This design comes from an exercise in tuning for small area and few clock cycles per item on the open sky130 flow, not from production work.
RTL that was checked went through simulation tests only; none was proved equivalent to the original.
No functional check of the RTL was part of runs 2 to 4.
Power and IR drop assume default switching activity.

==> flow/design.v <==
package ofdm_pkg;
  localparam int N_FFT    = 64;
  localparam int LOG2_N   = 6;
  localparam int CP_LEN   = 16;
  localparam int SAMPLE_W = 32;
  typedef enum logic [1:0] {
    IDLE = 2'd0,
    PFX  = 2'd1,
    BODY = 2'd2
  } rd_state_e;
endpackage
module cp_ram
#(
   parameter int WIDTH = 32,
   parameter int N     = 64
) (
   input  logic             clk,
   input  logic [N/4-1:0]   ins,      
   input  logic [WIDTH-1:0] wd,
   input  logic [1:0]       tap,      
   output logic [WIDTH-1:0] rd
);
   logic [WIDTH-1:0] ring [N];
   always_ff @(posedge clk) begin
      for (int p = 0; p < N; p++) begin
         if (p % 4 == 1 && ins[p / 4]) ring[p] <= wd;
         else                          ring[p] <= ring[(p + N - 1) % N];
      end
   end
   always_comb begin
      case (tap)
         2'd0:    rd = ring[0];
         2'd1:    rd = ring[N / 4];
         2'd2:    rd = ring[N / 2];
         default: rd = ring[3 * N / 4];
      endcase
   end
endmodule
module cp_insert
#(
   parameter int WIDTH = 32,
   parameter int N     = 64,
   parameter int B     = 6,
   parameter int CP    = 16
) (
   input  logic             clk,
   input  logic             rst,
   input  logic             ena_in,
   input  logic [WIDTH-1:0] dat_in,
   output logic             in_rdy,
   output logic             val_out,
   output logic             sym_sta,
   output logic [WIDTH-1:0] dat_out
);
   if (N != 64 || B != 6 || CP != 16) begin : g_bad_par
      $error("cp_insert: this implementation is built for N = 64, B = 6, CP = 16");
   end
   localparam int L = N + CP;
   logic [B-1:0] ph, ph_nxt;
   logic [B-1:0] wa, wa_nxt;
   logic [B-1:0] wpos;
   logic         full, full_nxt;
   logic         act, act_nxt;
   logic [6:0]   cnt, cnt_nxt;
   logic [1:0]   tsel, tsel_nxt;
   logic         free, rdy, acc, last_in, last_out, start;
   logic [N/4-1:0] ins;
   assign wpos = ph + B'(1) - wa;
   assign free = !full || (act && cnt >= 7'(CP) && {1'b0, wa} <= cnt - 7'(CP));
   assign rdy  = (wpos[1:0] == 2'b01) && free;
   assign acc  = ena_in && rdy;
   always_comb begin
      ins = '0;
      if (acc) ins[wpos[B-1:2]] = 1'b1;
   end
   assign last_in  = acc && (wa == B'(N - 1));
   assign last_out = act && (cnt == 7'(L - 1));
   assign wa_nxt   = acc ? wa + B'(1) : wa;
   assign full_nxt = last_in || (full && !last_out);
   assign ph_nxt   = (!full_nxt && wa_nxt == '0) ? '0 : ph + B'(1);
   assign start    = full_nxt && (!act || last_out) && (ph_nxt[3:0] == 4'(N - CP));
   always_comb begin
      act_nxt  = act;
      cnt_nxt  = cnt;
      tsel_nxt = tsel;
      if (start) begin
         act_nxt  = 1'b1;
         cnt_nxt  = '0;
         tsel_nxt = ph_nxt[5:4] - 2'd3;
      end else if (act) begin
         cnt_nxt = cnt + 7'd1;
         if (last_out) act_nxt = 1'b0;
      end
   end
   always_ff @(posedge clk or negedge rst) begin
      if (!rst) begin
         ph   <= '0;
         wa   <= '0;
         full <= 1'b0;
         act  <= 1'b0;
         cnt  <= '0;
         tsel <= '0;
      end else begin
         ph   <= ph_nxt;
         wa   <= wa_nxt;
         full <= full_nxt;
         act  <= act_nxt;
         cnt  <= cnt_nxt;
         tsel <= tsel_nxt;
      end
   end
   cp_ram #(
      .WIDTH (WIDTH),
      .N     (N)
   ) u_ram (
      .clk (clk),
      .ins (ins),
      .wd  (dat_in),
      .tap (tsel),
      .rd  (dat_out)
   );
   assign in_rdy  = rdy;
   assign val_out = act;
   assign sym_sta = act && (cnt == '0);
endmodule
==> flow/run.sh <==
#!/bin/bash
# synth_recipe.tcl (not shown) runs the flow's synth.tcl, then flattens the netlist and writes it again
# the make line also repeats each setting of config.mk as NAME=value (left out here)
make -C /OpenROAD-flow-scripts/flow DESIGN_CONFIG=/design/flow/config.mk WORK_HOME=/design/flow/orfs CLKGATE_MAP_FILE= SYNTH_SCRIPT=/design/flow/synth_recipe.tcl finish
==> flow/config.mk <==
export PLATFORM = sky130hd
export DESIGN_NAME = cp_insert
export DESIGN_NICKNAME = cp_insert
export VERILOG_FILES = /design/flow/design.v
export SDC_FILE = /design/flow/constraint.sdc
export NUM_CORES = 4
export LEC_CHECK = 0
export CAP_MARGIN = 20
export CORE_MARGIN = 2
export CORE_UTILIZATION = 40
export SLEW_MARGIN = 20
export SYNTH_MEMORY_MAX_BITS = 16384
==> flow/constraint.sdc <==
create_clock -name core_clock -period 7.0 [get_ports {clk}]
set_input_delay 1.4000 -clock core_clock [delete_from_list [all_inputs] [get_ports {clk}]]
set_output_delay 1.4000 -clock core_clock [all_outputs]
set_load 0.01 [all_outputs]
==> qor.txt, run 1 <==
Status -> timing/DRC/antenna clean
Total Power -> 22000 µW
Largest net degree at the start of global routing -> 34
Synth Area per Inst -> 17.3 µm²
Async SR Flop Fraction -> 0.0111
Critical Path RT -> 5.60 ns
Most frequent cells in the layout -> dfxtp_1 (2048), mux2_2 (462), clkbuf_16 (194)
RD Place Congestion -> 0.690
Power Density -> 375 nW/µm²
Grt total ovfl -> 0
RSZ-0062 raised after global routing -> no
First-pass GRT wire length -> 120 mm
Startpoint types -> register
Minimum clock period -> 4.85 ns
Hold_buf cts -> 0
Via Count -> 20200
Layout cells sized above 1 -> 0.259
DRC errors left -> 0
TritonRoute pass-1 iters -> 18
Synthesis Warnings -> 3
Final worst path period share -> 0.693
Fmax -> 206 MHz
Placed inst area -> 52400 µm²
Arrival @ worst endpoint -> 3.45 ns
Most common cell after layout, fill and taps aside -> dfxtp_1
Vias in the first global route -> 20500
# setup viols final -> 0
Drt initial violations -> 875
Slew HR -> 0.348
Die area -> 128000 µm²
Initial antenna violation count -> 2
Crit Path Max Fanout -> 9
Fin nets -> 3119
Htree depth -> 4
Total CTS buffers -> 187
Clock Skews -> 0.0199 ns
Pleak -> 0.0242 µW
Vias per inst -> 4.16
Worst slew pin tran -> 0.979 ns
Post-Layout Cell Count -> 4844
Die Height -> 357 µm
Final WL -> 78.0 mm
Primary FF master, synth -> dfxtp_1
Initial Utilization -> 0.403
Core area -> 124000 µm²
Slowest Stage Delay on Critical Path -> 0.57 ns
Finished Cell Area -> 58700 µm²
Detail Route Antenna Nets -> 0
Sequential share of the synthesized area -> 0.833
Crit end category -> output pin
Crit-path cells -> inv_1 > ha_1 > ha_1 > nand3_1 > a21o_1 > a21oi_1 > nor2_1 > clkdlybuf4s50_1
Yosys reg bits -> 2071
Inserted Diodes -> 0
CTS tree -> done
Total track usage -> 0.124
DP Wirelength -> 40.2 mm
Core Util, Final -> 0.475
Maximum VDD drop -> 0.217 mV
Row count -> 129
Hold Crit Class -> reg2reg
P&R area growth vs syn -> 17.7%
Synthesized cell area -> 49900 µm²
Final Max Slew Viols -> 0
Clock latency on the worst-skew pair -> 0.74 ns
Routed len/inst -> 16.1 µm
Yosys cell types -> 63
Die Wd -> 357 µm
Worst-path clk slew -> 0.06 ns
Postcts setup bufs -> 0
Setup CP Type -> reg2out
Clock tree buffer depth -> 3
Number of synthesized flops with an enable pin -> 0
Max cap viols -> 0
TNS Setup -> 0 ns
Clk sink count -> 2071
Number of buffer cells added on primary ports -> 69
Cell mode on critical path -> ha_1
Synthesized Nets -> 2944
Cells after DPL -> 4510
# IOs -> 70
Cells after synthesis -> 2888
Slowest-stage cell, CP -> a21oi_1
Final Hold Fails -> 0
Post-cts resize count -> 0
Root Buffer -> clkbuf_16
==> registers in the layout (all words and copies together) (netlist names) <==
register and count:
cnt 7, full 1, u_ram.ring 2048, wa 6, act 1, tsel 2, ph 6
==> per-stage QoR <==
step                setup WS [ns]  hold slack, ns
floorplan                    3.43           0.310
global placement             2.17           0.310
CTS                          2.06           0.306
global route                 1.84           0.310
detailed placement           2.17           0.312
finish                       2.15           0.309
==> report_power, final <==
part	switching (µW)	internal, µW	total (µW)
sequential	0	11800	11800
clock	4120	6040	10200
combinational	49.4	19.0	68.4
==> cell usage after synthesis, types with 6 or more instances <==
master    instances  area share
buf_4            13      0.0020
ha_1             20      0.0050
mux2_1           52       0.012
clkbuf_1         37      0.0028
xnor2_1          15      0.0026
mux2_2          462        0.10
nand3_1          13      0.0013
nor3_1            6     0.00060
dfxtp_1        2048        0.82
nor2_1           16      0.0012
inv_1            18      0.0014
dfrtp_1          23       0.012
mux4_2           32       0.014
buf_2            36      0.0036
nand2_1          14      0.0011
nand4_1           7     0.00088
a21oi_1           7     0.00070
==> metal layers <==
metal / share of wire / GRT usage / routed length (µm)
met1: 0.50 / 0.174 / 39300
met2: 0.44 / 0.188 / 34100
met3: 0.036 / 0.0275 / 2820
met4: 0.022 / 0.0464 / 1750
met5: 0 / 0 / 0
==> worst max-delay path: cells and delay by family (launching register included) <==
| family | cells | cell delay [ns] |
|---|---|---|
| AO/OA/AOI/OAI | 2 | 0.74 |
| buffers and inverters | 2 | 0.65 |
| AND/OR/NAND/NOR | 2 | 0.27 |
| flip-flops | 1 | 0.43 |
| adder cells (fa/ha/maj) | 2 | 0.60 |
==> cells by family after synthesis <==
| kind of cell | after synthesis | share of synthesized area |
|---|---|---|
| flops | 2071 | 0.833 |
| mux | 547 | 0.131 |
| compound gates | 27 | 0.00491 |
| xor+xnor | 25 | 0.00564 |
| fa+ha+maj | 21 | 0.00541 |
| buf+inv | 110 | 0.0106 |
| simple gates | 87 | 0.0101 |
==> layout make-up <==
type	instances	area (µm²)
multi-input cells	707	7970
well taps	1637	2050
flip-flops and latches	2071	41600
repair buffers	78	773
fillers	10300	65100
clock buffers	278	5630
inverters	18	67.6
clock inverters	55	679
==> path summary, 6_finish.rpt <==
check,from,endpoint,slack [ns],depth (start not counted)
min reg2reg,u_ram.ring[50][0],u_ram.ring[51][0],0.31,0
max,cnt[4],in_rdy,2.15,8
max in group asynchronous,rst,tsel[0],5.95,1
min in group asynchronous,rst,cnt[0],0.63,1
min,u_ram.ring[50][0],u_ram.ring[51][0],0.31,0
max reg2reg,ph[0],u_ram.ring[5][30],2.20,12
Testbench counts, summed over its fixed seeds: cycles 15,872, symbols 192.
==> run 2, diff against run 1 <==
--- a/flow/design.v
+++ b/flow/design.v
@@ -22,16 +22,19 @@
 );
    logic [WIDTH-1:0] ring [N];
+   logic [WIDTH-1:0] wd_n;
+   assign wd_n = ~wd;
    always_ff @(posedge clk) begin
       for (int p = 0; p < N; p++) begin
-         if (p % 4 == 1 && ins[p / 4]) ring[p] <= wd;
-         else                          ring[p] <= ring[(p + N - 1) % N];
+         if (p % 4 == 1) ring[p] <= ins[p / 4] ? (((p / 4) % 2 == 1) ? wd_n : wd)
+                                               : ~ring[(p + N - 1) % N];
+         else            ring[p] <= ring[(p + N - 1) % N];
       end
    end
    always_comb begin
       case (tap)
-         2'd0:    rd = ring[0];
-         2'd1:    rd = ring[N / 4];
-         2'd2:    rd = ring[N / 2];
-         default: rd = ring[3 * N / 4];
+         2'd0:    rd = ~ring[0];
+         2'd1:    rd = ~ring[N / 4];
+         2'd2:    rd = ~ring[N / 2];
+         default: rd = ~ring[3 * N / 4];
       endcase
    end
--- a/flow/config.mk
+++ b/flow/config.mk
@@ -8,5 +8,8 @@
 export CAP_MARGIN = 20
 export CORE_MARGIN = 2
-export CORE_UTILIZATION = 40
+export CORE_UTILIZATION = 60
+export CTS_BUF_LIST = sky130_fd_sc_hd__clkbuf_8
+export CTS_CLUSTER_DIAMETER = 50
+export CTS_CLUSTER_SIZE = 20
 export SLEW_MARGIN = 20
 export SYNTH_MEMORY_MAX_BITS = 16384
==> run 2 against run 1 <==
Compared with the run above: still clean; hold slack improved by 0.0054 ns; clock-buffer cell count decreased by 115; global-route usage increased by 6.9 points; fmax decreased by 0.69%; sequential power increased by 31%; die area decreased by 34%; sequential share of layout area increased by 6.0 points; critical path depth increased by 3; synthesized cell count increased by 3.4%; sequential cell count unchanged; critical path type is now reg2reg; largest cell class unchanged.
==> qor.txt, run 2 <==
Sequential share of the synthesized area -> 0.841 (+0.00867)
Vias in the first global route -> 21200 (+3.5%)
Htree depth -> 4 (unchanged)
Startpoint types -> register
Die Wd -> 291 µm (-19%)
Crit end category -> register
Max FFs per register -> 2048 (unchanged)
Fmax -> 205 MHz (-0.69%)
Hold_buf cts -> 0 (unchanged)
Root Buffer -> clkbuf_8
DP Wirelength -> 43.4 mm (+7.8%)
Clk sink count -> 2071 (unchanged)
Setup CP Type -> reg2reg
Most instantiated cells after synthesis -> dfxtp_1 (2048), mux2i_1 (483), inv_1 (83)
Area of the multi-input gates -> 7190 µm² (-9.8%)
Number of synthesized flops with an enable pin -> 0 (unchanged)
Drt initial violations -> 786 (-10%)
Maximum VDD drop -> 0.656 mV (+200%)
Worst setup margin -> 2.12 ns (-0.0336 ns)
Worst-path clk slew -> 0.10 ns (+0.04 ns)
Initial antenna violation count -> 1 (-1)
TNS Setup -> 0 ns (unchanged)
Postcts setup bufs -> 0 (unchanged)
Max cap viols -> 0 (unchanged)
Combinational Power Share -> 0.136 (+0.133)
Clock tree buffer depth -> 3 (unchanged)
Total track usage -> 0.193 (+0.0690)
Detail Route Antenna Nets -> 0 (unchanged)
Total Power -> 24900 µW (+13%)
Synthesized cell area -> 49400 µm² (-1.0%)
Minimum clock period -> 4.88 ns (+0.0336 ns)
Primary FF master, synth -> dfxtp_1
Total CTS buffers -> 140 (-25%)
Worst slew pin tran -> 1.12 ns (+0.143 ns)
Layout cells sized above 1 -> 0.0935 (-0.166)
Arrival @ worst endpoint -> 5.57 ns (+2.12 ns)
Largest net degree at the start of global routing -> 65 (+91%)
P&R area growth vs syn -> 9.63%
Storage element area -> 41600 µm² (unchanged)
Clock Skews -> 0.0381 ns (+0.0182 ns)
Pleak -> 0.0235 µW (-2.7%)
Async SR Flop Fraction -> 0.0111 (unchanged)
Synth Area per Inst -> 16.6 µm² (-4.2%)
# IOs -> 70 (unchanged)
Yosys reg bits -> 2071 (unchanged)
Clock share of power -> 0.244 (-0.217)
Most flop-heavy register -> u_ram.ring
TritonRoute pass-1 iters -> 7 (-11)
Die area -> 84700 µm² (-34%)
RSZ-0062 raised after global routing -> no
Via Count -> 20400 (+0.90%)
Status -> timing/DRC/antenna clean
Cells after synthesis -> 2985 (+3.4%)
Grt total ovfl -> 0 (unchanged)
Fin nets -> 3168 (+1.6%)
Yosys cell types -> 50 (-21%)
Routed len/inst -> 18.7 µm (+16%)
Final worst path period share -> 0.697 (+0.00480)
Sw frac -> 0.262 (+0.0720)
Internal power -> 18400 µW (+3.1%)
Number of fill cells -> 5809 (-44%)
Post-cts resize count -> 0 (unchanged)
RD Place Congestion -> 0.772 (+12%)
Clock latency on the worst-skew pair -> 0.79 ns (+0.05 ns)
Initial Utilization -> 0.604 (+0.200)
First-pass GRT wire length -> 125 mm (+4.1%)
Most frequent cells in the layout -> dfxtp_1 (2048), mux2i_1 (483), clkbuf_8 (163)
Vias per inst -> 4.75 (+14%)
Synthesis Warnings -> 3 (unchanged)
Synth area leaders -> dfxtp_1 (83%), mux2i_1 (9.8%), mux4_2 (1.5%)
Final Max Slew Viols -> 0 (unchanged)
# setup viols final -> 0 (unchanged)
Row count -> 105 (-19%)
Crit Path Max Fanout -> 32 (+23)
Slew HR -> 0.252 (-0.0952)
Synthesized Nets -> 3041 (+3.3%)
Registers with the most flip-flops -> u_ram.ring (2048), cnt (7)
Most common cell after layout, fill and taps aside -> dfxtp_1
Final WL -> 80.0 mm (+2.7%)
DRC errors left -> 0 (unchanged)
Synth area leader -> dfxtp_1
Core area -> 81800 µm² (-34%)
Register share of total power -> 0.620 (+0.085)
Critical Path RT -> 7.68 ns (+2.08 ns)
CTS tree -> done
Final Hold Fails -> 0 (unchanged)
Share of the synthesized area in the top cell type -> 0.830 (+0.00855)
Power Density -> 460 nW/µm² (+23%)
Hold Crit Class -> reg2reg
Die Height -> 291 µm (-19%)
Number of buffer cells added on primary ports -> 69 (unchanged)
Worst slack at placement -> 2.16 ns (-0.00779 ns)
Most frequent cell after synthesis -> dfxtp_1
Switching Power -> 6520 µW (+56%)
## run 2: changes by cell type after synthesis, sizes merged, moves of 30 or more
cell   previous run  this run
mux2i             1       483
nand2            14        46
inv              18        83
o21ai             4        34
mux2            514         2
## run 2: final cells by class
cell class | count | area share
Inverter | 83 | 0.00575
Timing Repair Buffer | 82 | 0.0149
Multi-Input combinational cell | 734 | 0.133
Clock buffer | 163 | 0.0414
Antenna cell | 1 | 0.0000462
Sequential cell | 2071 | 0.768
Tap cell | 1070 | 0.0247
Clock inverter | 77 | 0.0129
## run 2: cell families (layout without fill, tap and decap cells)
group / after synthesis / after routing / share of synthesized area
DFF: 2071 / 2071 / 0.841
muxes: 517 / 517 / 0.113
buffers and inverters: 180 / 405 / 0.0155
and+or+nand+nor: 116 / 116 / 0.0127
AOI/OAI and AO/OA: 54 / 54 / 0.00625
xor gates and xnor gates: 26 / 26 / 0.00577
adders and majority gates: 21 / 21 / 0.00547
other: 0 / 1 / 0
## run 2: layer usage
metal | wire [µm] | track usage | part of all wire | vias up
met2 | 34900 | 0.292 | 0.44 | 257
met5 | 0 | 0 | 0 | -
met4 | 1640 | 0.0566 | 0.020 | 0
met3 | 2400 | 0.0295 | 0.030 | 132
li1 | - | - | - | 9916
met1 | 41100 | 0.290 | 0.51 | 10000
## run 2: final timing paths
kind                             startpoint  cells after the start  slack, ns                 to
max in group asynchronous               rst                      1       5.98            tsel[0]
min in group asynchronous               rst                      1       0.60              wa[1]
setup reg to reg                      ph[0]                     11       2.12  u_ram.ring[17][5]
hold / removal             u_ram.ring[9][1]                      0       0.31  u_ram.ring[10][1]
setup / recovery                      ph[0]                     11       2.12  u_ram.ring[17][5]
hold reg to reg            u_ram.ring[9][1]                      0       0.31  u_ram.ring[10][1]
## run 2: worst max-delay path, stage by stage, from the launching register on
cell and delay (ns):
dfrtp_1 0.44, ha_1 0.25, xor2_1 0.25, ha_1 0.33, a21oi_1 0.23, a21boi_0 0.14
or2_2 0.32, ha_1 0.28, xnor2_2 0.29, nor3_2 0.82, nand3_4 0.98, mux2i_1 0.46
## run 2: power by group through the flow
| stage | registers, µW | logic, µW | clock network [µW] |
|---|---|---|---|
| 5_1_grt | 15700 | 3660 | 6710 |
| 6_report | 15400 | 3400 | 6080 |
| 2_1_floorplan | 15300 | 2310 | 0 |
| 3_3_place_gp | 15700 | 3280 | 0 |
| 3_5_place_dp | 15700 | 3420 | 0 |
| 4_1_cts | 15500 | 3440 | 6250 |
## run 2: through the flow
stage               hold WS, ns  area (µm²)  utilization  std cells
finish                    0.314       54200        0.662       4281
global route              0.317       54200        0.662       4281
CTS                       0.316       54200        0.662       4280
detailed placement        0.312       51200        0.626       4040
global placement          0.310       51200        0.626       4040
floorplan                 0.310       49400            -       2985
==> run 3, diff against run 2 <==
--- a/flow/design.v
+++ b/flow/design.v
@@ -59,5 +59,4 @@
       $error("cp_insert: this implementation is built for N = 64, B = 6, CP = 16");
    end
-   localparam int L = N + CP;
    logic [B-1:0] ph, ph_nxt;
    logic [B-1:0] wa, wa_nxt;
@@ -65,10 +64,12 @@
    logic         full, full_nxt;
    logic         act, act_nxt;
-   logic [6:0]   cnt, cnt_nxt;
+   logic         body, body_nxt;
    logic [1:0]   tsel, tsel_nxt;
-   logic         free, rdy, acc, last_in, last_out, start;
+   logic [B-1:0] ra;
+   logic         free, rdy, acc, last_in, last_pfx, last_out, start;
    logic [N/4-1:0] ins;
+   assign ra = {ph[5:4] - tsel, ph[3:0]};
    assign wpos = ph + B'(1) - wa;
-   assign free = !full || (act && cnt >= 7'(CP) && {1'b0, wa} <= cnt - 7'(CP));
+   assign free = !full || (act && body && wa <= ra);
    assign rdy  = (wpos[1:0] == 2'b01) && free;
    assign acc  = ena_in && rdy;
@@ -78,20 +79,21 @@
    end
    assign last_in  = acc && (wa == B'(N - 1));
-   assign last_out = act && (cnt == 7'(L - 1));
+   assign last_pfx = act && !body && (ph[3:0] == 4'hf);
+   assign last_out = act && body && (ra == B'(N - 1));
    assign wa_nxt   = acc ? wa + B'(1) : wa;
    assign full_nxt = last_in || (full && !last_out);
    assign ph_nxt   = (!full_nxt && wa_nxt == '0) ? '0 : ph + B'(1);
-   assign start    = full_nxt && (!act || last_out) && (ph_nxt[3:0] == 4'(N - CP));
+   assign start    = full_nxt && (!act || last_out) && (ph_nxt[3:0] == 4'h0);
    always_comb begin
       act_nxt  = act;
-      cnt_nxt  = cnt;
+      body_nxt = body;
       tsel_nxt = tsel;
       if (start) begin
          act_nxt  = 1'b1;
-         cnt_nxt  = '0;
-         tsel_nxt = ph_nxt[5:4] - 2'd3;
-      end else if (act) begin
-         cnt_nxt = cnt + 7'd1;
-         if (last_out) act_nxt = 1'b0;
+         body_nxt = 1'b0;
+         tsel_nxt = ph_nxt[5:4] + 2'd1;
+      end else begin
+         if (last_pfx) body_nxt = 1'b1;
+         if (last_out) act_nxt  = 1'b0;
       end
    end
@@ -102,6 +104,4 @@
          full <= 1'b0;
          act  <= 1'b0;
-         cnt  <= '0;
-         tsel <= '0;
       end else begin
          ph   <= ph_nxt;
@@ -109,7 +109,9 @@
          full <= full_nxt;
          act  <= act_nxt;
-         cnt  <= cnt_nxt;
-         tsel <= tsel_nxt;
       end
+   end
+   always_ff @(posedge clk) begin
+      body <= body_nxt;
+      tsel <= tsel_nxt;
    end
    cp_ram #(
@@ -125,4 +127,4 @@
    assign in_rdy  = rdy;
    assign val_out = act;
-   assign sym_sta = act && (cnt == '0);
+   assign sym_sta = act && !body && (ph[3:0] == 4'h0);
 endmodule
--- a/flow/config.mk
+++ b/flow/config.mk
@@ -9,7 +9,7 @@
 export CORE_MARGIN = 2
 export CORE_UTILIZATION = 60
-export CTS_BUF_LIST = sky130_fd_sc_hd__clkbuf_8
-export CTS_CLUSTER_DIAMETER = 50
-export CTS_CLUSTER_SIZE = 20
+export CTS_BUF_LIST = sky130_fd_sc_hd__clkbuf_16
+export CTS_CLUSTER_DIAMETER = 70
+export CTS_CLUSTER_SIZE = 32
 export SLEW_MARGIN = 20
 export SYNTH_MEMORY_MAX_BITS = 16384
==> run 3 against run 2 <==
Compared with the run above: power shrank 30%; critical endpoint is now u_ram.ring[9][13]; core utilization fell by 1.1 points; global-route usage grew 0.20 points; synthesized cell count shrank 1.9%; critical path depth grew 4; clock-buffer cell count down 84; highest routed layer is now met5; cell count fell by 4.6%; clock skew down 0.017 ns; final area down 1.8%; wire length up 1.2%; fmax shrank 5.6%; register-to-register slack lost 0.29 ns.
==> qor.txt, run 3 <==
Status -> timing/DRC/antenna clean
Pleak -> 0.0200 µW (-15%)
Switching Power -> 3400 µW (-48%)
RSZ-0062 raised after global routing -> no
Final Hold Fails -> 0 (unchanged)
Post-cts resize count -> 0 (unchanged)
Sequential share of the synthesized area -> 0.840 (-0.00160)
P&R area growth vs syn -> 7.82%
Final WL -> 81.0 mm (+1.2%)
Minimum clock period -> 5.17 ns (+0.291 ns)
DRC errors left -> 0 (unchanged)
Die Wd -> 291 µm (about the same)
Worst Hold Launch -> u_ram.ring[30][8]
Synth Area per Inst -> 16.8 µm² (+1.7%)
Setup CP Type -> reg2reg
Die area -> 84500 µm² (-0.16%)
Clock latency on the worst-skew pair -> 0.65 ns (-0.14 ns)
Number of fill cells -> 5733 (-1.3%)
Initial Utilization -> 0.604 (about the same)
Initial antenna violation count -> 1 (unchanged)
Post-Layout Cell Count -> 4086 (-4.6%)
Detail Route Antenna Nets -> 0 (unchanged)
Register share of total power -> 0.681 (+0.061)
Worst slew pin tran -> 1.09 ns (-0.0285 ns)
Total CTS buffers -> 75 (-46%)
Routed len/inst -> 19.8 µm (+6.0%)
Layout cells sized above 1 -> 0.0560 (-0.0374)
Cell family with most CP delay -> compound AO/OA/AOI/OAI gates
Core Util, Final -> 0.651 (-0.0109)
Primary FF master, synth -> dfxtp_1
CTS tree -> done
Total track usage -> 0.195 (+0.00200)
Number of buffer cells added on primary ports -> 69 (unchanged)
Largest net degree at the start of global routing -> 33 (-49%)
Reg2Reg Setup Slack -> 1.83 ns (-0.29 ns)
Maximum VDD drop -> 0.249 mV (-62%)
Clock share of power -> 0.305 (+0.061)
Row count -> 105 (unchanged)
Buffers and inverters on the worst path -> 3 (+3)
Crit Path Max Fanout -> 19 (-41%)
R2r endpoint -> u_ram.ring[9][13]
# setup viols final -> 0 (unchanged)
Synthesized cell area -> 49300 µm² (-0.16%)
Cell mode on critical path -> ha_1
Cells after DPL -> 4000 (-0.99%)
Vias in the first global route -> 20500 (-3.0%)
Grt total ovfl -> 0 (unchanged)
Clock tree buffer depth -> 3 (unchanged)
Critical Path RT -> 7.57 ns (-0.11 ns)
Drt initial violations -> 846 (+7.6%)
TritonRoute pass-1 iters -> 4 (-3)
Inserted Diodes -> 0 (-1)
Most frequent cells in the layout -> dfxtp_1 (2049), mux2i_1 (515), inv_1 (83)
TNS Setup -> 0 ns (unchanged)
Cells after synthesis -> 2929 (-1.9%)
Registers with the most flip-flops -> u_ram.ring (2048), ph (6), wa (6)
Arrival @ worst endpoint -> 5.74 ns (+0.17 ns)
Combinational Power Share -> 0.014 (-0.122)
R2R depth -> 15 (+4)
Vias per inst -> 4.81 (+1.1%)
Final worst path period share -> 0.739 (+0.0416)
Number of synthesized flops with an enable pin -> 2 (+2)
Synth area leaders -> dfxtp_1 (83%), mux2i_1 (10%), mux4_2 (1.5%)
Slew HR -> 0.270 (+0.0174)
Hold_buf cts -> 0 (unchanged)
Power Density -> 326 nW/µm² (-29%)
Via Count -> 19600 (-3.5%)
Most instantiated cells after synthesis -> dfxtp_1 (2049), mux2i_1 (515), inv_1 (82)
Most common cell after layout, fill and taps aside -> dfxtp_1
Fmax -> 193 MHz (-5.6%)
Yosys cell types -> 53 (+6.0%)
Worst-path clk slew -> 0.11 ns (about the same)
Die Height -> 291 µm (about the same)
Final Max Slew Viols -> 0 (unchanged)
Core area -> 81700 µm² (-0.16%)
Clock Skews -> 0.0211 ns (-0.0170 ns)
Sw frac -> 0.196 (-0.0658)
Reg2reg start -> ph[0]
Crit end category -> register
Hold Crit Class -> reg2reg
Slowest Stage Delay on Critical Path -> 0.76 ns (-0.22 ns)
Worst Hold Depth -> 0 (unchanged)
Max FFs per register -> 2048 (unchanged)
Synth area leader -> dfxtp_1
Synthesis Warnings -> 3 (unchanged)
Async SR Flop Fraction -> 0.00678 (-0.00433)
Postcts setup bufs -> 0 (unchanged)
Internal power -> 13900 µW (-24%)
Slowest-stage cell, CP -> a21oi_4
Root Buffer -> clkbuf_16
First-pass GRT wire length -> 125 mm (+0.14%)
Most flop-heavy register -> u_ram.ring
Synthesized Nets -> 2981 (-2.0%)
Yosys reg bits -> 2065 (-0.29%)
Share of the synthesized area in the top cell type -> 0.831 (+0.00173)
Min-Delay Endpoint -> u_ram.ring[31][8]
Crit-path cells -> ha_1 > xnor2_1 > inv_1 > ha_1 > o21a_1 > o31a_1 > a21oi_1 > inv_1 > ha_1 > xnor3_1 > a21oi_1 > or4b_1 > a21oi_4 > buf_4 > mux2i_1
Clk sink count -> 2065 (-0.29%)
Most frequent cell after synthesis -> dfxtp_1
Worst Setup SP -> ph[0]
Max cap viols -> 0 (unchanged)
Startpoint types -> register
RD Place Congestion -> 0.743 (-3.7%)
DP Wirelength -> 47.2 mm (+8.9%)
Htree depth -> 3 (-1)
Fin nets -> 3059 (-3.4%)
# IOs -> 70 (unchanged)
[run 3: how the worst max path moves through the flow]
| stage | endpoint | cells after the start | slack [ns] |
|---|---|---|---|
| 2_1_floorplan | u_ram.ring[1][10] | 16 | 3.10 |
| 3_3_place_gp | u_ram.ring[5][12] | 15 | 1.94 |
| 3_5_place_dp | u_ram.ring[9][29] | 15 | 1.89 |
| 4_1_cts | u_ram.ring[9][13] | 15 | 1.85 |
| 5_1_grt | u_ram.ring[9][5] | 15 | 1.55 |
| 6_report | u_ram.ring[9][13] | 15 | 1.83 |
[run 3: kinds of logic after synthesis]
family | synth area share
fa+ha+maj | 0.00446
mux | 0.119
compound gates | 0.00829
simple gates | 0.00730
buf+inv | 0.0177
xor+xnor | 0.00340
flops | 0.840
[run 3: per-layer routing]
metal | up-vias | wire [µm] | track usage | share of wire
li1 | 9587 | - | - | -
met1 | 9760 | 40800 | 0.286 | 0.50
met2 | 192 | 36300 | 0.308 | 0.45
met3 | 103 | 2500 | 0.0308 | 0.031
met4 | 2 | 1420 | 0.0442 | 0.018
met5 | - | 13 | 0 | 0.00016
[run 3: cell type report]
cell class | count | area (µm²) | area share
clock buffer | 79 | 1980 | 0.0372
clock inverter | 7 | 67.6 | 0.00127
inverter | 83 | 312 | 0.00586
multi-input combinational | 685 | 7110 | 0.134
sequential | 2065 | 41400 | 0.779
tap | 1070 | 1340 | 0.0252
timing repair buffer | 97 | 951 | 0.0179
[run 3: power by group through the flow]
| stage | clock, µW | combinational, µW | sequential (µW) |
|---|---|---|---|
| after global placement | 0 | 241 | 12100 |
| after CTS | 5440 | 245 | 11800 |
| after global routing | 5870 | 259 | 11800 |
| after floorplan | 0 | 149 | 12100 |
| final | 5290 | 240 | 11800 |
| after detailed placement | 0 | 244 | 12100 |
[run 3: stage by stage]
step	instance area, µm²	total power, µW	hold WS (ns)	setup WS, ns
6_report	53200	17300	0.315	1.83
3_5_place_dp	51100	12300	0.312	1.89
3_3_place_gp	51100	12300	0.310	1.94
2_1_floorplan	49300	12200	0.310	3.10
4_1_cts	53200	17500	0.320	1.85
5_1_grt	53200	18000	0.327	1.55
==> run 4, diff against run 3 <==
--- a/flow/config.mk
+++ b/flow/config.mk
@@ -8,8 +8,8 @@
 export CAP_MARGIN = 20
 export CORE_MARGIN = 2
-export CORE_UTILIZATION = 60
+export CORE_UTILIZATION = 70
 export CTS_BUF_LIST = sky130_fd_sc_hd__clkbuf_16
-export CTS_CLUSTER_DIAMETER = 70
-export CTS_CLUSTER_SIZE = 32
+export CTS_CLUSTER_DIAMETER = 60
+export CTS_CLUSTER_SIZE = 35
 export SLEW_MARGIN = 20
 export SYNTH_MEMORY_MAX_BITS = 16384
==> run 4 against run 3 <==
Compared with the run above: synthesized area stayed put; sequential cell count unchanged; sequential share of layout area decreased by 0.46 points; hold slack worse by 0.0078 ns; largest cell class unchanged; highest routed layer unchanged.
==> qor.txt, run 4 <==
Postcts setup bufs -> 0 (unchanged)
Internal power -> 14200 µW (+2.2%)
Htree depth -> 3 (unchanged)
TritonRoute pass-1 iters -> 5 (+1)
Switching Power -> 3590 µW (+5.9%)
CTS tree -> done
P&R area growth vs syn -> 8.46%
Final worst path period share -> 0.742 (+0.00260)
Cell mode on critical path -> ha_1
Slew HR -> 0.251 (-0.0192)
Routed len/inst -> 19.8 µm (about the same)
Max FFs per register -> 2048 (unchanged)
Worst-path clk slew -> 0.11 ns (about the same)
Synthesis Warnings -> 3 (unchanged)
Startpoint types -> register
Primary FF master, synth -> dfxtp_1
DP Wirelength -> 46.0 mm (-2.7%)
Crit Path Max Fanout -> 21 (+2)
Drt initial violations -> 1015 (+20%)
Yosys cell types -> 53 (unchanged)
Clock share of power -> 0.325 (+0.020)
Detail Route Antenna Nets -> 0 (unchanged)
Clock Skews -> 0.0420 ns (+0.0208 ns)
Registers with the most flip-flops -> u_ram.ring (2048), ph (6), wa (6)
Number of synthesized flops with an enable pin -> 2 (unchanged)
Synth Area per Inst -> 16.8 µm² (unchanged)
Total track usage -> 0.219 (+0.0243)
Largest net degree at the start of global routing -> 36 (+9.1%)
Synth area leader -> dfxtp_1
DRC errors left -> 0 (unchanged)
R2r endpoint -> u_ram.ring[9][9]
Inserted Diodes -> 0 (unchanged)
Share of the synthesized area in the top cell type -> 0.831 (unchanged)
Initial Utilization -> 0.706 (+0.102)
Pleak -> 0.0202 µW (+1.1%)
Synth area leaders -> dfxtp_1 (83%), mux2i_1 (10%), mux4_2 (1.5%)
TNS Setup -> 0 ns (unchanged)
Crit end category -> register
Most frequent cells in the layout -> dfxtp_1 (2049), mux2i_1 (515), inv_1 (86)
Fin nets -> 3058 (-0.033%)
Power Density -> 333 nW/µm² (+2.3%)
Async SR Flop Fraction -> 0.00678 (unchanged)
Via Count -> 19700 (+0.076%)
Number of buffer cells added on primary ports -> 69 (unchanged)
Most frequent cell after synthesis -> dfxtp_1
Vias in the first global route -> 20400 (-0.63%)
RSZ-0062 raised after global routing -> no
Clock tree buffer depth -> 3 (unchanged)
Cells after synthesis -> 2929 (unchanged)
First-pass GRT wire length -> 121 mm (-3.0%)
Min-Delay Endpoint -> u_ram.ring[32][7]
Critical Path RT -> 7.57 ns (about the same)
Arrival @ worst endpoint -> 5.77 ns (+0.03 ns)
Final Hold Fails -> 0 (unchanged)
Minimum clock period -> 5.19 ns (+0.0182 ns)
Crit-path cells -> ha_1 > xnor2_1 > inv_1 > ha_1 > o21a_1 > o31a_1 > a21oi_1 > inv_1 > ha_1 > xnor3_1 > a21oi_1 > or4b_1 > a21oi_4 > buf_4 > mux2i_1
Clock latency on the worst-skew pair -> 0.66 ns (about the same)
Post-cts resize count -> 0 (unchanged)
Vias per inst -> 4.93 (+2.6%)
# IOs -> 70 (unchanged)
Sw frac -> 0.201 (+0.00558)
Total CTS buffers -> 77 (+2.7%)
Grt total ovfl -> 0 (unchanged)
Maximum VDD drop -> 0.266 mV (+6.7%)
Root Buffer -> clkbuf_16
Final Max Slew Viols -> 0 (unchanged)
Reg2Reg Setup Slack -> 1.81 ns (-0.02 ns)
Clk sink count -> 2065 (unchanged)
Combinational Power Share -> 0.013 (about the same)
Die Wd -> 269 µm (-7.3%)
Setup CP Type -> reg2reg
Number of fill cells -> 4194 (-27%)
Core area -> 69900 µm² (-14%)
Slowest-stage cell, CP -> or4b_1
Synthesized cell area -> 49300 µm² (unchanged)
Max cap viols -> 0 (unchanged)
Fmax -> 193 MHz (-0.35%)
Worst Hold Launch -> u_ram.ring[31][7]
Most flop-heavy register -> u_ram.ring
Hold_buf cts -> 0 (unchanged)
Most instantiated cells after synthesis -> dfxtp_1 (2049), mux2i_1 (515), inv_1 (82)
Worst slew pin tran -> 1.12 ns (+0.0288 ns)
Synthesized Nets -> 2981 (unchanged)
Reg2reg start -> ph[0]
Initial antenna violation count -> 2 (+1)
Core Util, Final -> 0.765 (+0.115)
Status -> timing/DRC/antenna clean
Final WL -> 79.0 mm (-2.4%)
R2R depth -> 15 (unchanged)
Hold Crit Class -> reg2reg
Register share of total power -> 0.662 (-0.019)
Die Height -> 269 µm (-7.3%)
RD Place Congestion -> 0.810 (+9.0%)
# setup viols final -> 0 (unchanged)
Die area -> 72600 µm² (-14%)
Layout cells sized above 1 -> 0.0640 (+0.00798)
Row count -> 97 (-7.6%)
Most common cell after layout, fill and taps aside -> dfxtp_1
Sequential share of the synthesized area -> 0.840 (unchanged)
Yosys reg bits -> 2065 (unchanged)
Slowest Stage Delay on Critical Path -> 0.67 ns (-0.09 ns)
Worst Hold Depth -> 0 (unchanged)
## run 4: cell counts after synthesis
No cell type changed its count.
## run 4: logic make-up after synthesis
| logic type | after synthesis | share of synthesized area |
|---|---|---|
| mux | 547 | 0.119 |
| flops | 2065 | 0.840 |
| simple gates | 61 | 0.00730 |
| xor+xnor | 16 | 0.00340 |
| buf+inv | 179 | 0.0177 |
| compound gates | 44 | 0.00829 |
| fa+ha+maj | 17 | 0.00446 |
## run 4: worst max path at each step
| stage | to | from | slack, ns | depth (start not counted) |
|---|---|---|---|---|
| after floorplan | u_ram.ring[1][10] | ph[0] | 3.10 | 16 |
| after global placement | u_ram.ring[57][5] | ph[0] | 1.85 | 15 |
| after detailed placement | u_ram.ring[9][13] | ph[0] | 1.85 | 15 |
| after CTS | u_ram.ring[9][9] | ph[0] | 1.84 | 15 |
| after global routing | u_ram.ring[9][9] | ph[0] | 1.62 | 15 |
| final | u_ram.ring[9][9] | ph[0] | 1.81 | 15 |
## run 4: cell type report
class / count / area, µm² / share of cell area
clock buffers: 81 / 2030 / 0.0379
clock inverters: 38 / 488 / 0.00912
inverters: 83 / 312 / 0.00582
multi-input cells: 685 / 7110 / 0.133
flip-flops and latches: 2065 / 41400 / 0.774
well taps: 940 / 1180 / 0.0220
repair buffers: 94 / 968 / 0.0181
## run 4: routing by layer
layer	global-route usage	part of all wire
met1	0.321	0.50
met2	0.351	0.46
met3	0.0313	0.026
met4	0.0519	0.021
met5	0	0.00016
## run 4: power by group through the flow
stage / Combinational [µW] / Sequential (µW) / Clock, µW
3_3_place_gp: 232 / 12100 / 0
4_1_cts: 238 / 11800 / 5900
6_report: 236 / 11800 / 5800
2_1_floorplan: 149 / 12100 / 0
3_5_place_dp: 236 / 12100 / 0
5_1_grt: 253 / 11800 / 6300
## run 4: per-stage QoR
stage	instance area, µm²	worst slack [ns]	hold slack, ns	total power, µW	instances
after floorplan	49300	3.10	0.310	12200	2929
after global placement	50900	1.85	0.310	12300	3865
after detailed placement	51000	1.85	0.312	12300	3867
after CTS	53500	1.84	0.312	18000	3986
after global routing	53500	1.62	0.310	18400	3986
final	53500	1.81	0.307	17800	3986
## run 4: worst max-delay path, delay by kind of cell (launching register included)
kind	cells	cell delay, ns
xor gates and xnor gates	2	0.59
AOI/OAI and AO/OA	5	1.49
muxes	1	0.29
and+or+nand+nor	1	0.67
buffers and inverters	3	0.74
DFF	1	0.46
adders and majority gates	3	0.85
==> run 5, diff against run 4 <==
--- a/flow/design.v
+++ b/flow/design.v
@@ -18,5 +18,5 @@
    input  logic [N/4-1:0]   ins,      
    input  logic [WIDTH-1:0] wd,
-   input  logic [1:0]       tap,      
+   input  logic [3:0]       tap,      
    output logic [WIDTH-1:0] rd
 );
@@ -26,17 +26,11 @@
    always_ff @(posedge clk) begin
       for (int p = 0; p < N; p++) begin
-         if (p % 4 == 1) ring[p] <= ins[p / 4] ? (((p / 4) % 2 == 1) ? wd_n : wd)
+         if (p % 4 == 1) ring[p] <= ins[p / 4] ? (((p / 4) % 2 == 0) ? wd_n : wd)
                                                : ~ring[(p + N - 1) % N];
          else            ring[p] <= ring[(p + N - 1) % N];
       end
    end
-   always_comb begin
-      case (tap)
-         2'd0:    rd = ~ring[0];
-         2'd1:    rd = ~ring[N / 4];
-         2'd2:    rd = ~ring[N / 2];
-         default: rd = ~ring[3 * N / 4];
-      endcase
-   end
+   assign rd = ({WIDTH{tap[0]}} & ring[0])     | ({WIDTH{tap[1]}} & ring[N / 4]) |
+               ({WIDTH{tap[2]}} & ring[N / 2]) | ({WIDTH{tap[3]}} & ring[3 * N / 4]);
 endmodule
 module cp_insert
@@ -66,4 +60,5 @@
    logic         body, body_nxt;
    logic [1:0]   tsel, tsel_nxt;
+   logic [3:0]   toh, toh_nxt;
    logic [B-1:0] ra;
    logic         free, rdy, acc, last_in, last_pfx, last_out, start;
@@ -89,8 +84,10 @@
       body_nxt = body;
       tsel_nxt = tsel;
+      toh_nxt  = toh;
       if (start) begin
          act_nxt  = 1'b1;
          body_nxt = 1'b0;
          tsel_nxt = ph_nxt[5:4] + 2'd1;
+         toh_nxt  = 4'b0001 << (ph_nxt[5:4] + 2'd1);
       end else begin
          if (last_pfx) body_nxt = 1'b1;
@@ -114,4 +111,5 @@
       body <= body_nxt;
       tsel <= tsel_nxt;
+      toh  <= toh_nxt;
    end
    cp_ram #(
@@ -122,5 +120,5 @@
       .ins (ins),
       .wd  (dat_in),
-      .tap (tsel),
+      .tap (toh),
       .rd  (dat_out)
    );
--- a/flow/config.mk
+++ b/flow/config.mk
@@ -8,8 +8,8 @@
 export CAP_MARGIN = 20
 export CORE_MARGIN = 2
-export CORE_UTILIZATION = 70
+export CORE_UTILIZATION = 60
 export CTS_BUF_LIST = sky130_fd_sc_hd__clkbuf_16
-export CTS_CLUSTER_DIAMETER = 60
-export CTS_CLUSTER_SIZE = 35
+export CTS_CLUSTER_DIAMETER = 50
+export CTS_CLUSTER_SIZE = 36
 export SLEW_MARGIN = 20
 export SYNTH_MEMORY_MAX_BITS = 16384
==> run 5 against run 4 <==
Compared with the run above: still clean; sequential power up 39%; sequential share of layout area is 2.2 points lower; setup slack improved by 0.12 ns; fmax up 2.4%; die area rose by 15%; wire length up 6.5%; non-clock buffer count down 5; global-route usage fell by 1.4 points; synthesized cell count is 10% higher; cell count is 12% higher; power grew 63%; largest cell class unchanged; largest power group unchanged.
==> qor.txt, run 5 <==
Synth area leaders -> dfxtp_1 (84%), mux2i_1 (5.2%), a21oi_1 (2.4%)
Post-cts resize count -> 0 (unchanged)
Register share of total power -> 0.564 (-0.098)
Max cap viols -> 0 (unchanged)
Synth Area per Inst -> 15.2 µm² (-10%)
# setup viols final -> 0 (unchanged)
Critical Path RT -> 7.63 ns (+0.06 ns)
Internal power -> 21300 µW (+49%)
Setup CP Type -> reg2reg
Yosys reg bits -> 2069 (+0.19%)
Clk sink count -> 2069 (+0.19%)
Routed len/inst -> 18.8 µm (-5.0%)
Fin nets -> 3346 (+9.4%)
Maximum VDD drop -> 0.514 mV (+93%)
Registers with the most flip-flops -> u_ram.ring (2048), ph (6), wa (6)
Worst-path clk slew -> 0.09 ns (-0.02 ns)
Grt total ovfl -> 0 (unchanged)
Root Buffer -> clkbuf_16
Via Count -> 21700 (+10%)
Clock tree buffer depth -> 3 (unchanged)
TritonRoute pass-1 iters -> 4 (-1)
Most frequent cells in the layout -> dfxtp_1 (2049), mux2i_1 (256), nor2_1 (234)
Crit-path cells -> ha_1 > xnor2_1 > inv_1 > ha_1 > a21oi_1 > o21ai_2 > xnor2_1 > ha_1 > xnor2_2 > nand2b_1 > nor2_4 > buf_4 > mux2i_1
Core area -> 80500 µm² (+15%)
Worst slew pin tran -> 1.12 ns (-0.000549 ns)
Status -> timing/DRC/antenna clean
RD Place Congestion -> 0.768 (-5.2%)
Async SR Flop Fraction -> 0.00677 (-0.0000131)
Fmax -> 197 MHz (+2.4%)
Initial Utilization -> 0.607 (-0.0989)
Combinational Power Share -> 0.146 (+0.133)
Number of synthesized flops with an enable pin -> 6 (+4)
Power Density -> 527 nW/µm² (+58%)
Yosys cell types -> 57 (+7.5%)
Slowest-stage cell, CP -> xnor2_2
Cell family with most CP delay -> XOR/XNOR gates
Most common cell after layout, fill and taps aside -> dfxtp_1
Final Hold Fails -> 0 (unchanged)
Sequential share of the synthesized area -> 0.850 (+0.0104)
Minimum clock period -> 5.07 ns (-0.124 ns)
Clock latency on the worst-skew pair -> 0.73 ns (+0.07 ns)
Cell mode on critical path -> ha_1
Die Wd -> 289 µm (+7.4%)
Total CTS buffers -> 138 (+79%)
Final WL -> 84.2 mm (+6.5%)
Slew HR -> 0.249 (-0.00164)
Buffers and inverters on the worst path -> 2 (-1)
# IOs -> 70 (unchanged)
Crit Path Max Fanout -> 21 (unchanged)
Layout cells sized above 1 -> 0.0810 (+0.0169)
Initial antenna violation count -> 2 (unchanged)
Drt initial violations -> 1045 (+3.0%)
Primary FF master, synth -> dfxtp_1
Share of the synthesized area in the top cell type -> 0.839 (+0.00783)
Vias per inst -> 4.85 (-1.7%)
Clock share of power -> 0.289 (-0.036)
Htree depth -> 4 (+1)
Most instantiated cells after synthesis -> dfxtp_1 (2049), mux2i_1 (256), nor2_1 (234)
Cells after synthesis -> 3225 (+10%)
TNS Setup -> 0 ns (unchanged)
First-pass GRT wire length -> 130 mm (+7.3%)
CTS tree -> done
Hold Crit Class -> reg2reg
Synth area leader -> dfxtp_1
Most flop-heavy register -> u_ram.ring
Switching Power -> 7860 µW (+120%)
Final worst path period share -> 0.724 (-0.0177)
Number of buffer cells added on primary ports -> 69 (unchanged)
Max FFs per register -> 2048 (unchanged)
Hold_buf cts -> 0 (unchanged)
Area of the multi-input gates -> 6660 µm² (-6.3%)
Arrival @ worst endpoint -> 5.70 ns (-0.07 ns)
Total track usage -> 0.206 (-0.0136)
Sw frac -> 0.270 (+0.0683)
Startpoint types -> register
Final Max Slew Viols -> 0 (unchanged)
Row count -> 104 (+7.2%)
Crit end category -> register
Synthesized cell area -> 48900 µm² (-0.93%)
Final hold slack -> 0.302 ns (-0.00498 ns)
Slowest Stage Delay on Critical Path -> 0.89 ns (+0.22 ns)
Postcts setup bufs -> 0 (unchanged)
Storage element area -> 41500 µm² (+0.29%)
Total Power -> 29100 µW (+63%)
Number of fill cells -> 5493 (+31%)
Most frequent cell after synthesis -> dfxtp_1
Pleak -> 0.0234 µW (+16%)
P&R area growth vs syn -> 13.1%
Die area -> 83800 µm² (+15%)
Largest net degree at the start of global routing -> 65 (+81%)
Synthesized Nets -> 3277 (+9.9%)
DP Wirelength -> 44.1 mm (-4.1%)
RSZ-0062 raised after global routing -> no
DRC errors left -> 0 (unchanged)
Die Height -> 289 µm (+7.4%)
Clock Skews -> 0.0258 ns (-0.0161 ns)
Synthesis Warnings -> 3 (unchanged)
Vias in the first global route -> 22100 (+8.5%)
Detail Route Antenna Nets -> 0 (unchanged)
[run 5: layer usage]
metal	wire length, µm	up-vias	GRT usage	share of wire
li1	-	10700	-	-
met1	42000	10600	0.298	0.50
met2	38100	300	0.322	0.45
met3	2400	138	0.0312	0.028
met4	1690	0	0.0630	0.020
met5	0	-	0	0
[run 5: area by class of cell]
cell class,count,share of cell area
sequential,2069,0.752
multi-input combinational,981,0.121
clock buffer,142,0.0643
tap,1060,0.0240
clock inverter,113,0.0221
timing repair buffer,89,0.0159
inverter,15,0.00102
antenna,2,0.0000906
[run 5: through the flow]
| step | area (µm²) | util | instances | setup WS (ns) |
|---|---|---|---|---|
| 2_1_floorplan | 48900 | - | 3225 | 3.68 |
| 3_3_place_gp | 50400 | 0.626 | 4212 | 2.09 |
| 3_5_place_dp | 50500 | 0.626 | 4213 | 1.94 |
| 4_1_cts | 55200 | 0.686 | 4468 | 1.94 |
| 5_1_grt | 55300 | 0.686 | 4470 | 1.61 |
| 6_report | 55300 | 0.686 | 4471 | 1.93 |
[run 5: cell families after synthesis]
kind of cell,after synthesis,share of synthesized area
buf+inv,175,0.0163
mux,256,0.0524
simple gates,335,0.0288
fa+ha+maj,17,0.00451
compound gates,353,0.0436
xor+xnor,20,0.00420
flops,2069,0.850
[run 5: power by group through the flow]
stage | Sequential (µW) | Clock, µW | Combinational [µW]
6_report | 16400 | 8430 | 4270
5_1_grt | 16800 | 9090 | 4650
4_1_cts | 16500 | 8610 | 4310
3_5_place_dp | 16700 | 0 | 4260
3_3_place_gp | 16600 | 0 | 4110
2_1_floorplan | 16300 | 0 | 2880
[run 5: worst reg2reg max path, cell delays in order (launching register included)]
cell	delay, ns
dfrtp_1	0.46
ha_1	0.27
xnor2_1	0.28
inv_1	0.09
ha_1	0.37
a21oi_1	0.20
o21ai_2	0.11
xnor2_1	0.16
ha_1	0.26
xnor2_2	0.89
nand2b_1	0.32
nor2_4	0.63
buf_4	0.64
mux2i_1	0.30
[run 5: path summary, 6_finish.rpt]
path / from / slack, ns / endpoint / cells after the start
max in group asynchronous: rst / 5.48 / ph[2] / 1
max reg2reg: ph[0] / 1.93 / u_ram.ring[49][15] / 13
min in group asynchronous: rst / 1.09 / wa[0] / 1
min: u_ram.ring[17][17] / 0.30 / u_ram.ring[18][17] / 0
min reg2reg: u_ram.ring[17][17] / 0.30 / u_ram.ring[18][17] / 0
max: ph[0] / 1.93 / u_ram.ring[49][15] / 13
Testbench counts of run 5, summed over its fixed seeds: cycles 15,872, symbols 192.
==> run 6, diff against run 5 <==
--- a/flow/config.mk
+++ b/flow/config.mk
@@ -10,6 +10,6 @@
 export CORE_UTILIZATION = 60
 export CTS_BUF_LIST = sky130_fd_sc_hd__clkbuf_16
-export CTS_CLUSTER_DIAMETER = 50
-export CTS_CLUSTER_SIZE = 36
+export CTS_CLUSTER_DIAMETER = 70
+export CTS_CLUSTER_SIZE = 32
 export SLEW_MARGIN = 20
 export SYNTH_MEMORY_MAX_BITS = 16384
==> run 6 against run 5 <==
Compared with the run above: cell count decreased by 3.8%; synthesized cell count unchanged; non-clock buffer count unchanged; hold slack improved by 0.024 ns; setup slack got worse by 0.016 ns; still clean on timing, DRC and antenna; highest routed layer unchanged; clock power decreased by 37%; combinational power about the same; critical path depth unchanged; die area unchanged; largest cell class unchanged.
==> qor.txt, run 6 <==
P&R area growth vs syn -> 7.49%
Slew HR -> 0.252 (+0.00350)
Max FFs per register -> 2048 (unchanged)
Sequential share of the synthesized area -> 0.850 (unchanged)
Arrival @ worst endpoint -> 5.64 ns (-0.06 ns)
Clock Skews -> 0.0257 ns (-0.000106 ns)
Inserted Diodes -> 0 (-2)
Initial Utilization -> 0.607 (unchanged)
Startpoint types -> register
Final Max Slew Viols -> 0 (unchanged)
CTS tree -> done
Htree depth -> 3 (-1)
R2R depth -> 13 (unchanged)
Storage element area -> 41500 µm² (unchanged)
Synth Area per Inst -> 15.2 µm² (unchanged)
Most common cell after layout, fill and taps aside -> dfxtp_1
Final WL -> 82.1 mm (-2.5%)
Die area -> 83800 µm² (unchanged)
Post-Layout Cell Count -> 4302 (-3.8%)
Max cap viols -> 0 (unchanged)
Crit-path cells -> ha_1 > xnor2_1 > inv_1 > ha_1 > a21oi_1 > o21ai_2 > xnor2_1 > ha_1 > xnor2_2 > nand2b_1 > nor2_4 > buf_4 > mux2i_1
Maximum VDD drop -> 0.489 mV (-4.9%)
Die Wd -> 289 µm (unchanged)
Yosys cell types -> 57 (unchanged)
Die Height -> 289 µm (unchanged)
Reg2Reg Setup Slack -> 1.92 ns (-0.02 ns)
Post-cts resize count -> 0 (unchanged)
DP Wirelength -> 44.1 mm (unchanged)
Worst Hold Launch -> u_ram.ring[54][9]
RD Place Congestion -> 0.768 (unchanged)
Number of buffer cells added on primary ports -> 69 (unchanged)
Total Power -> 26000 µW (-11%)
Async SR Flop Fraction -> 0.00677 (unchanged)
Postcts setup bufs -> 0 (unchanged)
Vias in the first global route -> 21200 (-4.4%)
Yosys reg bits -> 2069 (unchanged)
Fin nets -> 3283 (-1.9%)
Total track usage -> 0.199 (-0.00723)
Vias per inst -> 4.90 (+1.1%)
Most frequent cell after synthesis -> dfxtp_1
Critical Path RT -> 7.56 ns (-0.07 ns)
Synth area leaders -> dfxtp_1 (84%), mux2i_1 (5.2%), a21oi_1 (2.4%)
# IOs -> 70 (unchanged)
Grt total ovfl -> 0 (unchanged)
Most instantiated cells after synthesis -> dfxtp_1 (2049), mux2i_1 (256), nor2_1 (234)
Buffers and inverters on the worst path -> 2 (unchanged)
Final Hold Fails -> 0 (unchanged)
Crit Path Max Fanout -> 21 (unchanged)
Worst-path clk slew -> 0.11 ns (+0.02 ns)
Synthesized Nets -> 3277 (unchanged)
Number of fill cells -> 5785 (+5.3%)
Total CTS buffers -> 75 (-46%)
Root Buffer -> clkbuf_16
Initial antenna violation count -> 1 (-1)
TNS Setup -> 0 ns (unchanged)
Via Count -> 21100 (-2.8%)
Worst Hold Depth -> 0 (unchanged)
Synth area leader -> dfxtp_1
RSZ-0062 raised after global routing -> no
Most flop-heavy register -> u_ram.ring
Detail Route Antenna Nets -> 0 (unchanged)
Clock latency on the worst-skew pair -> 0.65 ns (-0.08 ns)
Synthesized cell area -> 48900 µm² (unchanged)
Worst slack at placement -> 1.94 ns (unchanged)
Final worst path period share -> 0.726 (+0.00227)
Worst setup margin -> 1.92 ns (-0.0159 ns)
First-pass GRT wire length -> 126 mm (-3.1%)
Crit end category -> register
Cells after DPL -> 4213 (unchanged)
Primary FF master, synth -> dfxtp_1
Layout cells sized above 1 -> 0.0404 (-0.0406)
Min-Delay Endpoint -> u_ram.ring[55][9]
Registers with the most flip-flops -> u_ram.ring (2048), ph (6), wa (6)
Hold_buf cts -> 0 (unchanged)
Hold Crit Class -> reg2reg
Setup CP Type -> reg2reg
Cells after synthesis -> 3225 (unchanged)
Area of the multi-input gates -> 6660 µm² (unchanged)
Synthesis Warnings -> 3 (unchanged)
Routed len/inst -> 19.1 µm (+1.3%)
Cell mode on critical path -> ha_1
Clk sink count -> 2069 (unchanged)
Pleak -> 0.0220 µW (-5.7%)
Number of synthesized flops with an enable pin -> 6 (unchanged)
# setup viols final -> 0 (unchanged)
Slowest-stage cell, CP -> xnor2_2
TritonRoute pass-1 iters -> 7 (+3)
DRC errors left -> 0 (unchanged)
Drt initial violations -> 1057 (+1.1%)
Status -> timing/DRC/antenna clean
Most frequent cells in the layout -> dfxtp_1 (2049), mux2i_1 (256), nor2_1 (234)
Cell family with most CP delay -> XOR/XNOR gates
Row count -> 104 (unchanged)
Worst slew pin tran -> 1.12 ns (+0.000268 ns)
Share of the synthesized area in the top cell type -> 0.839 (unchanged)
R2r endpoint -> u_ram.ring[49][15]
Core area -> 80500 µm² (unchanged)
Slowest Stage Delay on Critical Path -> 0.88 ns (about the same)
Clock tree buffer depth -> 3 (unchanged)
Fmax -> 197 MHz (-0.31%)
Power Density -> 495 nW/µm² (-6.2%)
Largest net degree at the start of global routing -> 65 (unchanged)
Reg2reg start -> ph[0]
Minimum clock period -> 5.08 ns (+0.0159 ns)
==> run 6: changes by cell type in the layout (fill, tap and decap cells not counted), moves of 7 or more <==
cell	delta
inv_1	-9
clkinv_2	-10
clkbuf_16	-62
inv_6	-22
clkinvlp_4	-10
clkinv_1	-13
bufinv_16	-12
clkinv_8	-9
inv_12	-7
==> run 6: cell families (layout without fill, tap and decap cells) <==
group / after synthesis / in the layout / synth area share
mux: 256 / 256 / 0.0524
xor+xnor: 20 / 20 / 0.00420
buf+inv: 175 / 192 / 0.0163
simple gates: 335 / 335 / 0.0288
fa+ha+maj: 17 / 17 / 0.00451
compound gates: 353 / 353 / 0.0436
flops: 2069 / 2069 / 0.850
==> run 6: report_power, final <==
part | internal, µW | switching, µW | leakage, µW | total, µW
clock network | 2090 | 3220 | 0.00103 | 5310
registers | 15400 | 994 | 0.0174 | 16400
logic | 1510 | 2750 | 0.00357 | 4260
==> run 6: worst register-to-register path, stage by stage (launching register included) <==
cell and delay, ns:
dfrtp_1 0.48, ha_1 0.28, xnor2_1 0.31, inv_1 0.10, ha_1 0.38, a21oi_1 0.20, o21ai_2 0.11, xnor2_1 0.16
ha_1 0.26, xnor2_2 0.88, nand2b_1 0.32, nor2_4 0.60, buf_4 0.64, mux2i_1 0.31
==> run 6: layout make-up <==
class	count	share of cell area
Sequential cell	2069	0.791
Clock buffer	80	0.0381
Timing Repair Buffer	89	0.0167
Clock inverter	8	0.00117
Tap cell	1060	0.0252
Inverter	15	0.00107
Multi-Input combinational cell	981	0.127
==> run 6: how the worst max path moves through the flow <==
| stage | startpoint | to | slack (ns) | cells past startpoint |
|---|---|---|---|---|
| after floorplan | ph[0] | u_ram.ring[33][10] | 3.68 | 15 |
| after global placement | ph[0] | u_ram.ring[49][15] | 2.09 | 13 |
| after detailed placement | ph[0] | u_ram.ring[49][24] | 1.94 | 13 |
| after CTS | ph[0] | u_ram.ring[49][24] | 1.90 | 13 |
| after global routing | ph[0] | u_ram.ring[49][24] | 1.57 | 13 |
| final | ph[0] | u_ram.ring[49][15] | 1.92 | 13 |
==> run 6: through the flow <==
stage / cell area (µm²) / utilization / hold slack (ns)
global placement: 50400 / 0.626 / 0.310
CTS: 52500 / 0.652 / 0.323
floorplan: 48900 / - / 0.310
finish: 52500 / 0.652 / 0.326
global route: 52500 / 0.652 / 0.332
detailed placement: 50500 / 0.626 / 0.312
==> run 6: routing by layer <==
metal,GRT usage,wire [µm],vias up
li1,-,-,10400
met1,0.293,41400,10400
met2,0.315,37200,211
met3,0.0220,1900,101
met4,0.0490,1620,0
met5,0,0,-
==> run 7, diff against run 6 <==
--- a/flow/config.mk
+++ b/flow/config.mk
@@ -6,10 +6,10 @@
 export NUM_CORES = 4
 export LEC_CHECK = 0
-export CAP_MARGIN = 20
+export CAP_MARGIN = 0
 export CORE_MARGIN = 2
 export CORE_UTILIZATION = 60
 export CTS_BUF_LIST = sky130_fd_sc_hd__clkbuf_16
-export CTS_CLUSTER_DIAMETER = 70
+export CTS_CLUSTER_DIAMETER = 100
 export CTS_CLUSTER_SIZE = 32
-export SLEW_MARGIN = 20
+export SLEW_MARGIN = 0
 export SYNTH_MEMORY_MAX_BITS = 16384
==> run 7 against run 6 <==
Compared with the run above: synthesized cell count is the same; sequential cell count unchanged; critical endpoint unchanged; first-iteration DRC count up 3.4%; core utilization is 0.16 points lower; critical path depth unchanged; synthesized area is the same; largest power group unchanged; fmax decreased by 0.25%.
==> qor.txt, run 7 <==
Status -> timing/DRC/antenna clean
Postcts setup bufs -> 0 (unchanged)
Number of fill cells -> 5871 (+1.5%)
Share of the synthesized area in the top cell type -> 0.839 (unchanged)
Worst slew pin tran -> 1.15 ns (+0.0264 ns)
Row count -> 104 (unchanged)
Reg2reg start -> ph[0]
Synthesized cell area -> 48900 µm² (unchanged)
P&R area growth vs syn -> 7.22%
# IOs -> 70 (unchanged)
Clk sink count -> 2069 (unchanged)
Worst setup margin -> 1.90 ns (-0.0126 ns)
Most frequent cells in the layout -> dfxtp_1 (2049), mux2i_1 (256), nor2_1 (234)
Worst-path clk slew -> 0.12 ns (about the same)
Post-cts resize count -> 0 (unchanged)
Most frequent cell after synthesis -> dfxtp_1
Slew HR -> 0.235 (-0.0176)
Number of synthesized flops with an enable pin -> 6 (unchanged)
Yosys cell types -> 57 (unchanged)
Worst Hold Launch -> u_ram.ring[37][4]
Sequential share of the synthesized area -> 0.850 (unchanged)
Clock latency on the worst-skew pair -> 0.65 ns (about the same)
Root Buffer -> clkbuf_16
Detail Route Antenna Nets -> 0 (unchanged)
Yosys reg bits -> 2069 (unchanged)
Placed inst area -> 50400 µm² (about the same)
Critical Path RT -> 7.56 ns (about the same)
Final Hold Fails -> 0 (unchanged)
Maximum VDD drop -> 0.501 mV (+2.5%)
Layout cells sized above 1 -> 0.0383 (-0.00208)
Final WL -> 81.6 mm (-0.61%)
Die area -> 83800 µm² (unchanged)
Finished Cell Area -> 52400 µm² (-0.25%)
Hold_buf cts -> 0 (unchanged)
Synth Area per Inst -> 15.2 µm² (unchanged)
DP Wirelength -> 43.5 mm (-1.2%)
DRC errors left -> 0 (unchanged)
Registers with the most flip-flops -> u_ram.ring (2048), ph (6), wa (6)
RSZ-0062 raised after global routing -> no
Core Util, Final -> 0.651 (-0.00163)
TritonRoute pass-1 iters -> 5 (-2)
TNS Setup -> 0 ns (unchanged)
Minimum clock period -> 5.10 ns (+0.0126 ns)
Synthesis Warnings -> 3 (unchanged)
Synth area leader -> dfxtp_1
Max cap viols -> 0 (unchanged)
Synthesized Nets -> 3277 (unchanged)
Arrival @ worst endpoint -> 5.66 ns (+0.02 ns)
Clock tree buffer depth -> 3 (unchanged)
Max FFs per register -> 2048 (unchanged)
Initial Utilization -> 0.607 (unchanged)
Htree depth -> 3 (unchanged)
Vias per inst -> 4.89 (-0.26%)
Clock Skews -> 0.0212 ns (-0.00457 ns)
Setup CP Type -> reg2reg
CTS tree -> done
Worst slack at placement -> 1.92 ns (-0.0248 ns)
Most common cell after layout, fill and taps aside -> dfxtp_1
Initial antenna violation count -> 2 (+1)
First-pass GRT wire length -> 125 mm (-0.69%)
Hold Crit Class -> reg2reg
Crit end category -> register
Inserted Diodes -> 0 (unchanged)
Routed len/inst -> 19.0 µm (-0.45%)
Startpoint types -> register
Final worst path period share -> 0.728 (+0.00179)
Cells after synthesis -> 3225 (unchanged)
Number of buffer cells added on primary ports -> 69 (unchanged)
Primary FF master, synth -> dfxtp_1
Via Count -> 21000 (-0.42%)
Largest net degree at the start of global routing -> 65 (unchanged)
Fin nets -> 3280 (-0.091%)
Fmax -> 196 MHz (-0.25%)
Crit Path Max Fanout -> 21 (unchanged)
Worst Setup SP -> ph[0]
Worst Hold Depth -> 0 (unchanged)
Total track usage -> 0.197 (-0.00128)
Async SR Flop Fraction -> 0.00677 (unchanged)
Final Max Slew Viols -> 0 (unchanged)
Most flop-heavy register -> u_ram.ring
Total CTS buffers -> 74 (-1.3%)
RD Place Congestion -> 0.768 (unchanged)
Die Height -> 289 µm (unchanged)
Grt total ovfl -> 0 (unchanged)
# setup viols final -> 0 (unchanged)
R2R depth -> 13 (unchanged)
Power Density -> 493 nW/µm² (-0.32%)
Pleak -> 0.0220 µW (-0.31%)
Vias in the first global route -> 21300 (+0.43%)
Die Wd -> 289 µm (unchanged)
Drt initial violations -> 1093 (+3.4%)
Core area -> 80500 µm² (unchanged)
Synth area leaders -> dfxtp_1 (84%), mux2i_1 (5.2%), a21oi_1 (2.4%)
Most instantiated cells after synthesis -> dfxtp_1 (2049), mux2i_1 (256), nor2_1 (234)
## run 7: cell count changes in the layout (fill, tap and decap cells not counted), sizes merged
cell    before  now
buf         20   18
inv         22   20
clkbuf      80   77
## run 7: final timing paths
path                            slack (ns)                  to
worst max-delay path                  1.90  u_ram.ring[49][15]
worst min-delay path                  0.31   u_ram.ring[38][4]
worst max register to register        1.90  u_ram.ring[49][15]
worst min register to register        0.31   u_ram.ring[38][4]
max in group asynchronous             5.42               ph[2]
min in group asynchronous             1.15               wa[4]
## run 7: kinds of logic after synthesis
group                      share of synthesized area
adders and majority gates                    0.00451
buffers and inverters                         0.0163
AOI/OAI and AO/OA                             0.0436
and+or+nand+nor                               0.0288
DFF                                            0.850
muxes                                         0.0524
xor gates and xnor gates                     0.00420
## run 7: where the power goes
| group | switching (µW) | internal (µW) | total, µW |
|---|---|---|---|
| logic | 2720 | 1500 | 4220 |
| clock network | 3190 | 2010 | 5200 |
| registers | 991 | 15400 | 16400 |
## run 7: through the flow
stage,hold WS [ns],cells,total power [µW]
2_1_floorplan,0.310,3225,19100
3_3_place_gp,0.310,4212,20700
3_5_place_dp,0.312,4212,20900
4_1_cts,0.316,4295,26100
5_1_grt,0.320,4295,27100
6_report,0.313,4295,25800
## run 7: critical path, stage by stage, from the launching register on
cell	delay, ns
dfrtp_1	0.48
ha_1	0.28
xnor2_1	0.29
inv_1	0.09
ha_1	0.37
a21oi_1	0.20
o21ai_2	0.11
xnor2_1	0.17
ha_1	0.26
xnor2_2	0.89
nand2b_1	0.31
nor2_4	0.62
buf_4	0.65
mux2i_1	0.27
## run 7: routing by layer
metal,wire length (µm),track usage
met5,0,0
met4,1650,0.0499
met3,2050,0.0224
met2,36900,0.312
met1,41000,0.292
## run 7: area by class of cell
class                           instances  area (µm²)  share of cell area
Clock inverter                          6        45.0            0.000860
Inverter                               15        56.3             0.00107
Sequential cell                      2069       41500               0.793
Tap cell                             1060        1330              0.0253
Timing Repair Buffer                   87         838              0.0160
Clock buffer                           77        1930              0.0368
Multi-Input combinational cell        981        6660               0.127

-- afterwards: timing with drivers on the ports --
Ports are ideal in the flow. The routed layouts listed here were re-timed in OpenROAD. Step 1 sets driving cells, clkbuf_16 on the clock port and buf_2 on the other inputs (assumed; they add their load-dependent delay and slew). Step 2, shift: input delay + t, output delay - t, t = (earliest + latest rising clock arrival at the registers) / 2. This alone moves slack from input paths to output paths. Slacks: ideal ports / drivers / drivers and shift; pairs: ideal ports / drivers.
run	t (ns)	setup slack, ns
run 1	0.808	2.152 / 2.080 / 2.203
run 2	0.831	2.118 / 2.118 / 2.118
run 3	0.702	1.827 / 1.827 / 1.827
run 4	0.700	1.809 / 1.809 / 1.809
run 5	0.778	1.933 / 1.933 / 1.933
run 6	0.705	1.917 / 1.917 / 1.917
run 7	0.702	1.904 / 1.904 / 1.904
After both steps setup and hold are still met in every run listed.
